Source: an optimization exercise on an open RTL-to-GDS flow (aim: small area). Production flows keep margins and buffers that such runs may drop. Only the layout flow was run in this run; the RTL was not checked for function there.

==> constraint.sdc <==
create_clock -name core_clock -period 8.0 [get_ports {clk}]
set_input_delay 1.6000 -clock core_clock [delete_from_list [all_inputs] [get_ports {clk}]]
set_output_delay 1.6000 -clock core_clock [all_outputs]
set_load 0.01 [all_outputs]
==> design.v <==
module regfile_sb #(
  parameter int DATA_W = 32,
  parameter int ADDR_W = 5,
  parameter int NRD    = 4
) (
  input  logic                    clk,
  input  logic                    reset,
  input  logic [NRD*ADDR_W-1:0]   rd_addr,
  output logic [NRD*DATA_W-1:0]   rd_data,
  output logic [NRD-1:0]          rd_busy,
  output logic                    hazard,
  input  logic [NRD-1:0]          rd_en,
  input  logic [1:0]              wr_en,
  input  logic [2*ADDR_W-1:0]     wr_addr,
  input  logic [2*DATA_W-1:0]     wr_data,
  input  logic                    iss_en,
  input  logic [ADDR_W-1:0]       iss_addr,
  input  logic                    flush,
  output logic [ADDR_W:0]         pend_cnt
);
  localparam int DEPTH = 1 << ADDR_W;
  logic [ADDR_W-1:0] wa0, wa1;
  logic [DATA_W-1:0] wd0, wd1;
  logic              wv0, wv1;
  assign wa0 = wr_addr[ADDR_W-1:0];
  assign wa1 = wr_addr[2*ADDR_W-1:ADDR_W];
  assign wd0 = wr_data[DATA_W-1:0];
  assign wd1 = wr_data[2*DATA_W-1:DATA_W];
  assign wv0 = wr_en[0] && (wa0 != '0);
  assign wv1 = wr_en[1] && (wa1 != '0);
  logic [DEPTH-1:1] h0, h1, s1, s0, sh;
  for (genvar i = 1; i < DEPTH; i++) begin : g_wsel
    assign h0[i] = wv0 && (wa0 == ADDR_W'(i));
    assign h1[i] = wv1 && (wa1 == ADDR_W'(i));
    assign s1[i] = reset && h1[i];
    assign s0[i] = reset && h0[i] && !h1[i];
    assign sh[i] = reset && !h0[i] && !h1[i];
  end
  logic [DATA_W-1:0] st  [DEPTH-1:1];
  logic [DATA_W-1:0] rv  [DEPTH];
  assign rv[0] = '0;
  for (genvar i = 1; i < DEPTH; i++) begin : g_reg
    assign rv[i] = ~st[i];
    logic [DATA_W-1:0] d;
    for (genvar b = 0; b < DATA_W; b++) begin : g_bit
      rf_aoi222 u_d (.a1(s1[i]), .a2(wd1[b]), .b1(s0[i]), .b2(wd0[b]),
                     .c1(sh[i]), .c2(rv[i][b]), .y(d[b]));
    end
    always_ff @(posedge clk) st[i] <= d;
  end
  logic [DEPTH-1:1] busy, busy_nxt;
  logic [ADDR_W:0]  busy_cnt;
  for (genvar i = 1; i < DEPTH; i++) begin : g_busy
    assign busy_nxt[i] = (iss_en && (iss_addr == ADDR_W'(i))) ||
                         (busy[i] && !flush && !h0[i] && !h1[i]);
  end
  always_comb begin
    busy_cnt = '0;
    for (int r = 1; r < DEPTH; r++) begin
      busy_cnt = busy_cnt + (ADDR_W+1)'(busy_nxt[r]);
    end
  end
  always_ff @(posedge clk) begin
    if (!reset) begin
      busy     <= '0;
      pend_cnt <= '0;
    end else begin
      busy     <= busy_nxt;
      pend_cnt <= busy_cnt;
    end
  end
  for (genvar k = 0; k < NRD; k++) begin : g_rd
    logic [ADDR_W-1:0] ra;
    logic              b1, b0, en;
    logic [DEPTH-1:1]  rs;
    logic [DATA_W-1:0] acc;
    logic              bacc;
    assign ra = rd_addr[k*ADDR_W +: ADDR_W];
    assign b1 = wv1 && (wa1 == ra);
    assign b0 = wv0 && (wa0 == ra) && !b1;
    assign en = !(b1 || b0);
    for (genvar i = 1; i < DEPTH; i++) begin : g_sel
      assign rs[i] = en && (ra == ADDR_W'(i));
    end
    logic [32:0] sel;
    assign sel = {rs, b0, b1};
    for (genvar b = 0; b < DATA_W; b++) begin : g_bit
      logic [32:0] dat;
      logic [10:0] t;
      assign dat[0] = wd1[b];
      assign dat[1] = wd0[b];
      for (genvar i = 1; i < DEPTH; i++) begin : g_d
        assign dat[i+1] = rv[i][b];
      end
      for (genvar j = 0; j < 11; j++) begin : g_t
        rf_aoi222 u_t (.a1(sel[3*j]), .a2(dat[3*j]), .b1(sel[3*j+1]), .b2(dat[3*j+1]),
                       .c1(sel[3*j+2]), .c2(dat[3*j+2]), .y(t[j]));
      end
      rf_or11n u_or (.t(t), .y(acc[b]));
    end
    logic [32:0] bdat;
    logic [10:0] bt;
    assign bdat[1:0] = 2'b00;
    for (genvar i = 1; i < DEPTH; i++) begin : g_bd
      assign bdat[i+1] = busy[i];
    end
    assign bt[0] = ~(rs[1] & bdat[2]);
    for (genvar j = 1; j < 11; j++) begin : g_bt
      rf_aoi222 u_t (.a1(sel[3*j]), .a2(bdat[3*j]), .b1(sel[3*j+1]), .b2(bdat[3*j+1]),
                     .c1(sel[3*j+2]), .c2(bdat[3*j+2]), .y(bt[j]));
    end
    rf_or11n u_bor (.t(bt), .y(bacc));
    assign rd_data[k*DATA_W +: DATA_W] = acc;
    assign rd_busy[k] = bacc;
  end
  assign hazard = |(rd_busy & rd_en);
endmodule
module rf_aoi222 (
  input  logic a1, a2, b1, b2, c1, c2,
  output logic y
);
  assign y = ~((a1 & a2) | (b1 & b2) | (c1 & c2));
endmodule
module rf_or11n (
  input  logic [10:0] t,
  output logic        y
);
  logic [2:0] p;
  rf_nand4 u_p0 (.a(t[0]), .b(t[1]), .c(t[2]),  .d(t[3]),  .y(p[0]));
  rf_nand4 u_p1 (.a(t[4]), .b(t[5]), .c(t[6]),  .d(t[7]),  .y(p[1]));
  rf_nand3 u_p2 (.a(t[8]), .b(t[9]), .c(t[10]), .y(p[2]));
  rf_or3   u_y  (.a(p[0]), .b(p[1]), .c(p[2]),  .y(y));
endmodule
module rf_nand4 (input logic a, b, c, d, output logic y);
  assign y = ~(a & b & c & d);
endmodule
module rf_nand3 (input logic a, b, c, output logic y);
  assign y = ~(a & b & c);
endmodule
module rf_or3 (input logic a, b, c, output logic y);
  assign y = a | b | c;
endmodule
==> config.mk <==
export PLATFORM = sky130hd
export DESIGN_NAME = regfile_sb
export DESIGN_NICKNAME = regfile_sb
export VERILOG_FILES = /design/flow/design.v
export SDC_FILE = /design/flow/constraint.sdc
export NUM_CORES = 4
export LEC_CHECK = 0
export ABC_CLOCK_PERIOD_IN_PS = 100000
export CAP_MARGIN = 20
export CORE_MARGIN = 2
export CORE_UTILIZATION = 60
export SLEW_MARGIN = 20
export SYNTH_HIERARCHICAL = 1
==> run.sh <==
#!/bin/bash
# synth_recipe.tcl (not shown) runs the flow's synth.tcl, then flattens the netlist and writes it again
# the make line also repeats each setting of config.mk as NAME=value (left out here)
make -C /OpenROAD-flow-scripts/flow DESIGN_CONFIG=/design/flow/config.mk WORK_HOME=/design/flow/orfs CLKGATE_MAP_FILE= SYNTH_SCRIPT=/design/flow/synth_recipe.tcl finish
==> qor_table.md <==
| Result | This run | Unit |
|:---|:---|:---|
| Status | stopped before the end | - |
| Last stage the flow got to | 5_1_grt | - |
| Tool Error | [ERROR GRT-0116] Global routing finished with congestion. Check the congestion regions in the DRC Viewer. | - |
| Overflow left after global routing | 4 | - |
| Post-Syn Area per Cell | 9.82 | um2 |
| Netlist Area Pre-Place | 56600 | um2 |
| Pin count of the biggest net entering global routing | 55 | - |
| Cells taking the most area after synthesis | sky130_fd_sc_hd__a222oi_1, sky130_fd_sc_hd__dfxtp_1, sky130_fd_sc_hd__inv_1 | - |
| Most used flip-flop cell after synthesis | sky130_fd_sc_hd__dfxtp_1 | - |
| Number of buffers inserted during clock tree synthesis | 110 | - |
| I/O pin count | 248 | - |
| # resized after CTS | 0 | - |
| Number of global-route vias before repair | 83700 | - |
| Clock tree root buffer cell | sky130_fd_sc_hd__clkbuf_16 | - |
| Number of enable flip-flop cells after synthesis | 0 | - |
| Post-synth ARST share | 0 | - |
| Die height | 311 | um |
| Number of sinks on the clock net | 1029 | - |
| First-pass GRT wire length | 614 | mm |
| HPWL Detailed | 234 | mm |
| Area share of the largest cell type after synthesis | 0.432 | - |
| Hold buffer count at cts | 0 | - |
| Cell type contributing the most total cell area after synthesis | sky130_fd_sc_hd__a222oi_1 | - |
| Ys Warns | 11 | - |
| Number of input and output port buffers inserted | 247 | - |
| Starting Density | 0.606 | - |
| Number of buffers inserted by post-CTS setup repair | 0 | - |
| Pre-CTS WS | -0.0236 | ns |
| Chip width | 311 | um |
| Flip-flop and latch count after synthesis | 1029 | - |
| GRT Total Usage | 0.848 | - |
| Clock tree buffer depth | 3 | - |
| H-Tree Depth | 3 | - |
| Synthesized netlist net count | 5901 | - |
| Synth unique cells | 51 | - |
| Syn Inst Count | 5762 | - |
| Sequential fraction of the synthesis area | 0.364 | - |
| Final RePlAce weighted congestion | 1.17 | - |
| Number of placement rows | 112 | - |
[modules after synthesis (local to each module, per instance), a selection]
module      area [um2]  times used
rf_nand4          6.26         264
regfile_sb       29000           1
rf_aoi222         10.0        2440
rf_nand3          5.00         132
rf_or3            6.26         132
[synth_stat cells (all sizes together), types with 3 or more instances]
cell type,n
or4,5
o21ai,19
nand3b,15
a21oi,16
o32ai,9
o21a,8
nand2,72
nand4,270
a222oi,2440
buf,40
xor2,9
nand2b,19
and3,3
nand4b,6
ha,7
nand3,148
xnor2,31
or2,8
fa,23
nor4,132
nor4b,7
clkbuf,61
nor3,44
inv,1020
or3,137
dfxtp,1029
nor4bb,5
or3b,8
a22oi,4
nor2,104
and2,17
nor2b,23
a32oi,6
[worst min path at each step]
stage          slack [ns]    endpoint  cells after the start  startpoint
4_1_cts              0.56   st[6][30]                      2   st[6][30]
3_5_place_dp         0.55  st[24][29]                      2  st[24][29]
3_3_place_gp         0.53  st[30][21]                      2  st[30][21]
2_1_floorplan        0.51   st[11][0]                      2   st[11][0]
[kinds of logic after synthesis]
| group | count (synthesis) | share of synthesized area |
|---|---|---|
| AO/OA/AOI/OAI | 2514 | 0.441 |
| buffers and inverters | 1122 | 0.0752 |
| flip-flops | 1029 | 0.364 |
| XOR/XNOR | 40 | 0.00619 |
| adder cells (fa/ha/maj) | 30 | 0.00969 |
| AND/OR/NAND/NOR | 1027 | 0.104 |
[per-layer routing]
layer / GRT overflow / global-route usage
met5: 1 / 0.500
met3: 1 / 0.761
met1: 0 / 0.869
met4: 2 / 0.802
met2: 0 / 0.945
[power groups by stage]
stage	Combinational, W	Clock (W)	Sequential (W)
after CTS	0.00141	0.00534	0.00522
after detailed placement	0.00140	0	0.00533
after global placement	0.00138	0	0.00533
after floorplan	0.000472	0	0.00533
[metrics by stage]
step / instances / TNS (ns) / hold WS [ns] / cell area (um2)
floorplan: 5762 / 0 / 0.512 / 56600
global placement: 7742 / -0.00887 / 0.530 / 67300
detailed placement: 7745 / -0.0236 / 0.546 / 67300
CTS: 7946 / 0 / 0.555 / 71100
